Context: an optimization exercise on an open-source flow, tuned for small area. The choices shown serve that exercise and are no tape-out recipe.
At most, simulation tests tie the RTL to the original design; equivalence was not proved.
Power figures rest on the tool's default switching activity, not on a simulated workload.

// skew_feeder
module skew_feeder
#(
    parameter int DEPTH      = skew_feeder_pkg::SF_DEPTH_DEFAULT,
    parameter int ARRAY_M    = skew_feeder_pkg::SF_ARRAY_M_DEFAULT,
    parameter int DATA_WIDTH = skew_feeder_pkg::SF_DATA_WIDTH_DEFAULT,
    localparam int DATA_SET_WIDTH = ARRAY_M * DATA_WIDTH,
    localparam int NC_WIDTH       = $clog2(ARRAY_M) + 1
) (
    input  logic                      clk,
    input  logic                      reset,
    input  logic                      start,
    input  logic [NC_WIDTH-1:0]       num_cols,
    input  logic                      in_valid,
    output logic                      in_ready,
    input  logic [DATA_SET_WIDTH-1:0] in_data,
    output logic                      out_valid,
    output logic [DATA_SET_WIDTH-1:0] data_set_out,
    output logic                      drain_out,
    output logic                      busy,
    output logic [1:0]                dbg_state
);
Settings: LEC_CHECK=0, CAP_MARGIN=20, CORE_MARGIN=2, CORE_UTILIZATION=75, PLACE_DENSITY=0.85, SLEW_MARGIN=20; clock period 5.0 ns.
standard.sh (not shown) runs the stock make flow with config.mk's settings and CLKGATE_MAP_FILE= SYNTH_SCRIPT=/design/flow/synth_recipe.tcl, a recipe that flattens the netlist after the stock synthesis.
==> flow/flow/run.sh <==
#!/bin/bash
# The standard layout (standard.sh), with two changes:
#  - the port buffers that buffer_ports inserts use the smallest buffer cell;
#  - clock tree synthesis clusters about 10 flip-flops per clkbuf_4 leaf
#    buffer, with clkbuf_16 at the root and clkbuf_8 in the trunk, and
#    inserts no dummy loads.
# make writes every tool's full log under orfs/logs/; standard.log has make's output.
set -euo pipefail
export BUFFER_PORTS_ARGS="-buffer_cell sky130_fd_sc_hd__buf_1"
export CTS_ARGS="-sink_clustering_enable -sink_clustering_size 10 -sink_clustering_max_diameter 35 -buf_list sky130_fd_sc_hd__clkbuf_4 -root_buf sky130_fd_sc_hd__clkbuf_16 -tree_buf sky130_fd_sc_hd__clkbuf_8 -dont_use_dummy_load -repair_clock_nets"
bash standard.sh > standard.log 2>&1
The first run finished with timing, DRC and antenna clean.
Next try:
==> flow/flow/run.sh (replaced) <==
#!/bin/bash
# The standard layout (standard.sh), with two changes:
#  - the port buffers that buffer_ports inserts use the smallest buffer cell;
#  - clock tree synthesis clusters about 11 flip-flops per clkbuf_4 leaf
#    buffer and inserts no dummy loads.
# make writes every tool's full log under orfs/logs/; standard.log has make's output.
set -euo pipefail
export BUFFER_PORTS_ARGS="-buffer_cell sky130_fd_sc_hd__buf_1"
export CTS_ARGS="-sink_clustering_enable -sink_clustering_size 11 -sink_clustering_max_diameter 38 -buf_list sky130_fd_sc_hd__clkbuf_4 -dont_use_dummy_load -repair_clock_nets"
bash standard.sh > standard.log 2>&1
CORE_UTILIZATION = 70   (was 75)
PLACE_DENSITY = 0.8   (was 0.85)
What happened: Worst setup slack loses 0.036 ns; global-route usage came out lower by 0.70 points; worst hold slack loses 0.13 ns; cell area came out higher by a few percent; final cell count came out higher by a few percent; non-clock buffer count came out higher by 178; register-to-register slack loses 0.71 ns; sequential power is about the same; fmax came out lower slightly; core utilization came out lower by 3.8 points; combinational power is about the same.
Next try:
==> flow/flow/run.sh (replaced) <==
#!/bin/bash
# The standard layout (standard.sh), with two changes:
#  - the port buffers that buffer_ports inserts use the smallest buffer cell;
#  - clock tree synthesis clusters about 10 flip-flops per clkbuf_4 leaf
#    buffer, with clkbuf_16 at the root and clkbuf_8 in the trunk, and
#    inserts no dummy loads.
# make writes every tool's full log under orfs/logs/; standard.log has make's output.
set -euo pipefail
export BUFFER_PORTS_ARGS="-buffer_cell sky130_fd_sc_hd__buf_1"
export CTS_ARGS="-sink_clustering_enable -sink_clustering_size 10 -sink_clustering_max_diameter 35 -buf_list sky130_fd_sc_hd__clkbuf_4 -root_buf sky130_fd_sc_hd__clkbuf_16 -tree_buf sky130_fd_sc_hd__clkbuf_8 -dont_use_dummy_load -repair_clock_nets"
bash standard.sh > standard.log 2>&1
CAP_MARGIN = 0   (was 20)
CORE_UTILIZATION = 80   (was 70)
PLACE_DENSITY = 0.9   (was 0.8)
SLEW_MARGIN = 0   (was 20)
Clock power went up by a few percent.
Count of clock-buffer cells in the layout went up by 16.
Design area went down by a few percent.
Setup slack loses 0.11 ns.
Hold slack gains 0.079 ns.
Sequential power stays flat.
Clock skew went up by 0.044 ns.
Maximum frequency went down by a few percent.
Wire length stays flat.
Next try:
CAP_MARGIN = 20   (was 0)
SLEW_MARGIN = 20   (was 0)
Result: The new run went through all stages and came out clean. Worst setup slack improved by 0.012 ns. Combinational power is about the same. Critical path depth is unchanged. Cell area hardly moves. Routed wire length is about the same. Clock power barely changes. Synthesized cell count stays the same. Total power barely changes.
Next try:
--- a/flow/flow/run.sh
+++ b/flow/flow/run.sh
@@ -9,3 +9,3 @@
 export BUFFER_PORTS_ARGS="-buffer_cell sky130_fd_sc_hd__buf_1"
-export CTS_ARGS="-sink_clustering_enable -sink_clustering_size 10 -sink_clustering_max_diameter 35 -buf_list sky130_fd_sc_hd__clkbuf_4 -root_buf sky130_fd_sc_hd__clkbuf_16 -tree_buf sky130_fd_sc_hd__clkbuf_8 -dont_use_dummy_load -repair_clock_nets"
+export CTS_ARGS="-sink_clustering_enable -sink_clustering_size 11 -sink_clustering_max_diameter 38 -buf_list sky130_fd_sc_hd__clkbuf_4 -root_buf sky130_fd_sc_hd__clkbuf_16 -tree_buf sky130_fd_sc_hd__clkbuf_8 -dont_use_dummy_load -repair_clock_nets"
 bash standard.sh > standard.log 2>&1
After rerunning:
- clock power decreases by 3.4%
- core utilization decreases by 0.20 points
- design area stays flat
- worst setup slack improved by 0.041 ns
- via count barely changes
- worst hold slack got worse by 0.0037 ns
- total power decreases by 0.37%
- global-route usage stays flat
- die area stays the same
- register-to-register slack barely changes

========
skew_feeder, a different RTL version from the one above (not shown whole).
Size: about 5300 cells after synthesis, ~2100 flip-flops, roughly 530 I/O pins, roughly 0.065 sq mm of cells after synthesis.
==> flow/config.mk <==
export PLATFORM = sky130hd
export DESIGN_NAME = skew_feeder
export DESIGN_NICKNAME = skew_feeder
export VERILOG_FILES = /design/flow/design.v
export SDC_FILE = /design/flow/constraint.sdc
export NUM_CORES = 4
export LEC_CHECK = 0
export CAP_MARGIN = 20
export CORE_MARGIN = 2
export CORE_UTILIZATION = 60
export CTS_BUF_LIST = sky130_fd_sc_hd__clkbuf_4
export PLACE_DENSITY = 0.7
export SLEW_MARGIN = 20
==> flow/constraint.sdc <==
create_clock -name core_clock -period 5.0 [get_ports {clk}]
set_input_delay 1.0000 -clock core_clock [delete_from_list [all_inputs] [get_ports {clk}]]
set_output_delay 1.0000 -clock core_clock [all_outputs]
set_load 0.01 [all_outputs]
run.sh (not shown) runs the stock make flow with config.mk's settings and CLKGATE_MAP_FILE= SYNTH_SCRIPT=/design/flow/synth_recipe.tcl, a recipe that flattens the netlist after the stock synthesis.
Stock flow here: none of the scripts above is used.
The baseline completed without violations.
Change:
==> flow/flow/run.sh (new file) <==
#!/bin/bash
# Standard layout, except that the port buffers are the smallest buffer cell.
set -euo pipefail
export BUFFER_PORTS_ARGS="-buffer_cell sky130_fd_sc_hd__buf_1"
bash standard.sh > standard.log 2>&1
==> flow/standard.sh (new file) <==
#!/bin/bash
# synth_recipe.tcl (not shown) runs the flow's synth.tcl, then flattens the netlist and writes it again
# the make line also repeats each setting of config.mk as NAME=value (left out here)
make -C /OpenROAD-flow-scripts/flow DESIGN_CONFIG=/design/flow/config.mk WORK_HOME=/design/flow/orfs CLKGATE_MAP_FILE= SYNTH_SCRIPT=/design/flow/synth_recipe.tcl "${@:-finish}"
--- a/flow/config.mk
+++ b/flow/config.mk
@@ -11 +11 @@
-export CTS_BUF_LIST = sky130_fd_sc_hd__clkbuf_4
+export CTS_BUF_LIST = sky130_fd_sc_hd__clkbuf_8
removed: flow/run.sh
=>
- total power falls slightly
- utilization goes down by 3.1 points
- final cell count drops by a few percent
- non-clock buffer count is lower by 28
- routed wire length came out lower by a few percent
- worst hold slack gets worse by 85 ps
- design area fell by a few percent
- die area does not change
Function was not checked in any run of this note: the RTL went through the layout flow alone.

-- port drivers added, routing unchanged --
No port has a modelled driver above. Below, the same layouts with a new extraction and two added sets of constraints.
Step 1: set_driving_cell puts a clkbuf_16 on clk and a buf_2 on each other input, an assumption about the parent block.
Step 2 adds t to the input delays and takes it off the output delays; t is the mean of the earliest and latest rising clock arrival at the registers after step 1. Input paths then give back, and output paths get back, about the clock's delay inside the block.
Three values: ideal, step 1, step 2; two values: the first two.
| run | t, ns | slack for setup (ns) | hold WS [ns] | latest minus earliest clock arrival (ns) | pins driven straight from the clock port |
|---|---|---|---|---|---|
| the first run of note 1 | 0.738 | 0.260 / 0.188 / 0.926 | 0.284 / 0.310 / 0.389 | 0.108 / 0.108 | 1 |
| the second run of note 1 | 1.135 | 0.224 / 0.155 / 1.187 | 0.157 / 0.114 / 0.395 | 0.101 / 0.102 | 1 |
| the third run of note 1 | 0.758 | 0.114 / 0.040 / 0.798 | 0.236 / 0.248 / 0.364 | 0.127 / 0.127 | 1 |
| the fourth run of note 1 | 0.742 | 0.126 / 0.056 / 0.798 | 0.265 / 0.282 / 0.364 | 0.122 / 0.122 | 1 |
| the fifth run of note 1 | 0.743 | 0.167 / 0.095 / 0.838 | 0.262 / 0.281 / 0.361 | 0.128 / 0.128 | 1 |
| the first run of note 2 | 1.261 | 0.232 / 0.162 / 1.280 | 0.321 / 0.271 / 0.426 | 0.079 / 0.080 | 1 |
| the second run of note 2 | 0.974 | 0.442 / 0.371 / 1.345 | 0.235 / 0.189 / 0.408 | 0.084 / 0.084 | 1 |
After both steps setup and hold are still met in every run listed.
